Background: an optimization exercise with open tools, aiming at small area. Do not read the settings as production practice. The RTL was checked by simulation tests, not by an equivalence proof against the original design. Power figures rest on the tool's default switching activity, not on a simulated workload.

==> flow/design.v <==
`timescale 1ns/1ps
package cpu_pkg;
    localparam int XLEN = 16;
endpackage
`timescale 1ns/1ps
`timescale 1ns/1ps
`timescale 1ns/1ps
`timescale 1ns/1ps
`timescale 1ns/1ps
`timescale 1ns/1ps
`timescale 1ns/1ps
module cpu_top (
    input  logic        clk,
    input  logic        rst,
    input  logic [15:0] instr_in,
    input  logic [15:0] pmem_data_in,
    output logic [15:0] pc,
    output logic [15:0] pmem_data_out,
    output logic [15:0] pmem_addr_out,
    output logic        pmem_write
);
    logic [4:0]  cnt;
    logic        clr;       
    logic [15:0] rf [8];
    logic [15:0] pcr;
    logic [15:1] ar;
    logic [15:1] dr;
    logic [3:0]  sreg;
    logic        cy;
    logic        ncy;
    logic        zf;
    always_ff @(posedge clk or posedge rst) begin
        if (rst) begin
            cnt <= '0;
            clr <= 1'b1;
        end else begin
            cnt <= cnt + 5'd1;
            if (cnt == 5'd31) clr <= 1'b0;
        end
    end
    wire       w2 = cnt[4];
    wire [3:0] t  = cnt[3:0];
    wire       c15 = !w2 && (t == 4'd15);
    wire [1:0] cls  = instr_in[15:14];
    wire       form = instr_in[13];
    wire [2:0] op   = instr_in[12:10];
    wire [2:0] dst  = instr_in[9:7];
    wire [2:0] rs1  = instr_in[6:4];
    wire [2:0] rs2  = instr_in[3:1];
    wire [3:0] imm  = instr_in[3:0];
    wire is_alu   = (cls == 2'b01);
    wire is_jump  = (cls == 2'b10);
    wire is_load  = (cls == 2'b00) && (op == 3'd0);
    wire is_store = (cls == 2'b00) && (op == 3'd1);
    wire use_imm  = form || is_store;
    wire is_sub   = is_alu && ((op == 3'd1) || (op == 3'd7));
    wire is_shl   = is_alu && (op == 3'd5);
    wire is_shr   = is_alu && (op == 3'd6);
    wire [2:0] rs2sel = is_store ? dst : rs2;
    wire rd1 = rf[rs1][0];
    wire rd2 = rf[rs2sel][0];
    logic immbit;
    always_comb begin
        case (t)
            4'd0:    immbit = imm[0];
            4'd1:    immbit = imm[1];
            4'd2:    immbit = imm[2];
            default: immbit = imm[3];
        endcase
    end
    wire b = use_imm ? immbit : rd2;
    wire bx   = b ^ is_sub;
    wire cin  = (t == 4'd0) ? is_sub : cy;
    wire sum  = rd1 ^ bx ^ cin;
    wire cout = (rd1 & bx) | (cin & (rd1 ^ bx));
    wire lt   = (rd1 ^ b) ? rd1 : sum;
    always_ff @(posedge clk) cy <= c15 ? lt : cout;
    always_ff @(posedge clk) begin
        if (!w2 && (t < 4'd4)) sreg <= {rd2, sreg[3:1]};
    end
    wire [3:0]  s   = form ? imm : sreg;
    wire [3:0]  k   = is_shl ? (4'd0 - s) : s;
    wire [15:0] drx = {dr, rd1};
    wire        tap = drx[k];
    wire dr_in = w2 ? (is_shl && rd1) : (!is_shl && (is_shr ? rd1 : rd2));
    wire cap   = is_load && w2 && (t == 4'd0);
    always_ff @(posedge clk) begin
        if (cap) dr <= pmem_data_in[15:1];
        else     dr <= {dr_in, dr[15:2]};
    end
    logic res;
    always_comb begin
        case (op)
            3'd0, 3'd1: res = sum;
            3'd2:       res = rd1 & b;
            3'd3:       res = rd1 | b;
            3'd4:       res = rd1 ^ b;
            3'd5, 3'd6: res = tap;
            default:    res = (t == 4'd0) && cy;
        endcase
    end
    wire ldbit = (t == 4'd0) ? pmem_data_in[0] : dr[1];
    wire wd    = is_load ? ldbit : res;
    wire we    = w2 && (is_alu || is_load);
    always_ff @(posedge clk) begin
        for (int i = 0; i < 8; i++) begin
            rf[i] <= {(clr || (we && (dst == 3'(i)))) ? (wd && !clr) : rf[i][0], rf[i][15:1]};
        end
    end
    wire zero_now = ((t == 4'd0) || zf) && !rd1;
    logic cond;
    always_comb begin
        case (op)
            3'd1:    cond = 1'b1;
            3'd2:    cond = zero_now;
            3'd3:    cond = !zero_now;
            3'd4:    cond = rd1;
            default: cond = 1'b0;
        endcase
    end
    wire take_live = is_jump && cond;
    always_ff @(posedge clk) begin
        if (!w2) zf <= (t == 4'd15) ? take_live : zero_now;
    end
    wire take = c15 ? take_live : zf;
    wire [15:0] pcrot = {pcr[0], pcr[15:1]};
    wire        pcbit = pcrot[t];
    logic nimm;
    always_comb begin
        case (t)
            4'd15:   nimm = imm[0];
            4'd0:    nimm = imm[1];
            4'd1:    nimm = imm[2];
            default: nimm = imm[3];
        endcase
    end
    wire addend = take && form && nimm;
    wire ncin   = c15 ? !take : ncy;
    wire nsum   = pcbit ^ addend ^ ncin;
    wire ncout  = (pcbit & addend) | (ncin & (pcbit ^ addend));
    wire npc_bit = !clr && ((take && !form) ? dr[1] : nsum);
    always_ff @(posedge clk) ncy <= ncout;
    wire ar_in = (!w2 && (t != 4'd15)) ? sum : npc_bit;
    always_ff @(posedge clk) begin
        ar <= {ar_in, ar[15:2]};
        if (cnt == 5'd30) pcr <= {npc_bit, ar};
    end
    assign pc            = pcr;
    assign pmem_addr_out = {sum, ar};
    assign pmem_data_out = {rd2, dr};
    assign pmem_write    = !clr && c15 && is_store;
endmodule
==> flow/config.mk <==
export PLATFORM = sky130hd
export DESIGN_NAME = cpu_top
export DESIGN_NICKNAME = cpu_top
export VERILOG_FILES = /design/flow/design.v
export SDC_FILE = /design/flow/constraint.sdc
export NUM_CORES = 4
export LEC_CHECK = 0
export CAP_MARGIN = 20
export CORE_MARGIN = 2
export CORE_UTILIZATION = 40
export SLEW_MARGIN = 20
==> flow/constraint.sdc <==
create_clock -name core_clock -period 10.0 [get_ports {clk}]
set_input_delay 2.0000 -clock core_clock [delete_from_list [all_inputs] [get_ports {clk}]]
set_output_delay 2.0000 -clock core_clock [all_outputs]
set_load 0.01 [all_outputs]
standard.sh (not shown) runs the stock make flow with config.mk's settings and CLKGATE_MAP_FILE= SYNTH_SCRIPT=/design/flow/synth_recipe.tcl, a recipe that flattens the netlist after the stock synthesis.
==> flow/flow/run.sh <==
#!/bin/bash
# The standard layout (standard.sh) with two changes:
#  - port buffers are plain buf_1 cells
#  - clock tree built from small clock buffers, without dummy loads
export BUFFER_PORTS_ARGS="-buffer_cell sky130_fd_sc_hd__buf_1"
export CTS_ARGS="-sink_clustering_enable -repair_clock_nets -buf_list sky130_fd_sc_hd__clkbuf_8 -root_buf sky130_fd_sc_hd__clkbuf_8 -sink_clustering_size 20 -sink_clustering_max_diameter 60 -dont_use_dummy_load"
bash standard.sh > standard.log 2>&1
Then changed:
==> flow/flow/run.sh (replaced) <==
#!/bin/bash
# The standard layout (standard.sh) with three changes:
#  - ABC maps the logic with the area-oriented script flow/abc.script
#    (a copy of ORFS's scripts folder with only that script replaced)
#  - port buffers are plain buf_1 cells
#  - clock tree built from small clock buffers, without dummy loads
set -e
rm -rf scripts
cp -r "$FLOW_HOME/scripts" scripts
cp flow/abc.script scripts/abc_speed.script
cp flow/abc.script scripts/abc_area.script
export SCRIPTS_DIR="$PWD/scripts"
export BUFFER_PORTS_ARGS="-buffer_cell sky130_fd_sc_hd__buf_1"
export CTS_ARGS="-sink_clustering_enable -repair_clock_nets -buf_list sky130_fd_sc_hd__clkbuf_8 -root_buf sky130_fd_sc_hd__clkbuf_8 -sink_clustering_size 20 -sink_clustering_max_diameter 60 -dont_use_dummy_load"
bash standard.sh > standard.log 2>&1
==> flow/flow/abc.script (new file) <==
strash
&get -n
&dch -f
&nf -R 1000 -p
&put
Settings changed: CORE_UTILIZATION 40 to 65.
Result: Hold slack loses 25 ps; die area goes down by 40%; wire length goes up by about 4.7%; sequential share of layout area goes up by 2.7 points; worst setup slack loses 310 ps; non-clock buffer count goes up by 1; critical path depth goes up by 2; synthesized cell count goes down by about 14%; area after synthesis goes down by about 4.3%; combinational power goes down by 39%.
Then changed:
==> flow/run.sh (new file) <==
#!/bin/bash
# synth_recipe.tcl (not shown) runs the flow's synth.tcl, then flattens the netlist and writes it again
# the make line also repeats each setting of config.mk as NAME=value (left out here)
make -C /OpenROAD-flow-scripts/flow DESIGN_CONFIG=/design/flow/config.mk WORK_HOME=/design/flow/orfs CLKGATE_MAP_FILE= SYNTH_SCRIPT=/design/flow/synth_recipe.tcl finish
Settings changed: CORE_UTILIZATION 65 to 40.
removed: flow/flow/run.sh
removed: flow/flow/abc.script
removed: flow/standard.sh
What happened:
- The new run finished clean
- die area grows by 66%
- clock-buffer cell count grows by 4
- clock power grows by 77%
- maximum frequency shrinks by 6.5%
- global-route usage shrinks by 11 points
- hold slack is better by 36 ps
- cell area grows by 18%
- synthesized cell count grows by 17%
- clock skew shrinks by 43 ps
- sequential share of layout area shrinks by 10 points
Then changed:
==> flow/flow/run.sh (new file) <==
#!/bin/bash
# The standard layout (standard.sh) with two changes:
#  - port buffers are plain buf_1 cells
#  - clock tree built from small clock buffers, without dummy loads
export BUFFER_PORTS_ARGS="-buffer_cell sky130_fd_sc_hd__buf_1"
export CTS_ARGS="-sink_clustering_enable -repair_clock_nets -buf_list sky130_fd_sc_hd__clkbuf_8 -root_buf sky130_fd_sc_hd__clkbuf_8 -sink_clustering_size 30 -sink_clustering_max_diameter 100 -dont_use_dummy_load"
bash standard.sh > standard.log 2>&1
==> flow/standard.sh (new file) <==
#!/bin/bash
# synth_recipe.tcl (not shown) runs the flow's synth.tcl, then flattens the netlist and writes it again
# the make line also repeats each setting of config.mk as NAME=value (left out here)
make -C /OpenROAD-flow-scripts/flow DESIGN_CONFIG=/design/flow/config.mk WORK_HOME=/design/flow/orfs CLKGATE_MAP_FILE= SYNTH_SCRIPT=/design/flow/synth_recipe.tcl "${@:-finish}"
Settings changed: CORE_UTILIZATION 40 to 65.
removed: flow/run.sh
Clock skew rose by 43 ps. Hold slack degrades by 36 ps. Routed wire length is lower by 5.5%. Cell count falls by 12%. Total power shrinks by 21%. Global-route usage goes up by 7.9 points. Die area drops by 37%. Maximum frequency is higher by 11%.

-- re-timing with driven ports --
The results above use ideal ports. As a check the final layouts listed here were re-extracted and re-timed, cells and wires unchanged.
Step 1, drivers: a clkbuf_16 drives clk and a buf_2 each remaining input, both assumed.
Step 2 adds t to the input delays and takes it off the output delays; t is the mean of the earliest and latest rising clock arrival at the registers after step 1. Input paths then give back, and output paths get back, about the clock's delay inside the block.
Three values: no drivers, after step 1, after step 2; two values: the first two.
run	t (ns)	slack for setup (ns)	latest minus earliest clock arrival (ns)
the first run	0.464	2.735 / 2.697 / 2.697	0.023 / 0.022
the second run	0.464	2.427 / 2.407 / 2.407	0.055 / 0.055
the third run	0.453	1.898 / 1.862 / 1.862	0.010 / 0.010
the fourth run	0.460	2.710 / 2.688 / 2.688	0.052 / 0.052
After both steps every run listed still meets setup and hold. The setup slack of the first run, which loses most, moves by -0.038 ns with the drivers and by -0.038 ns with both steps.
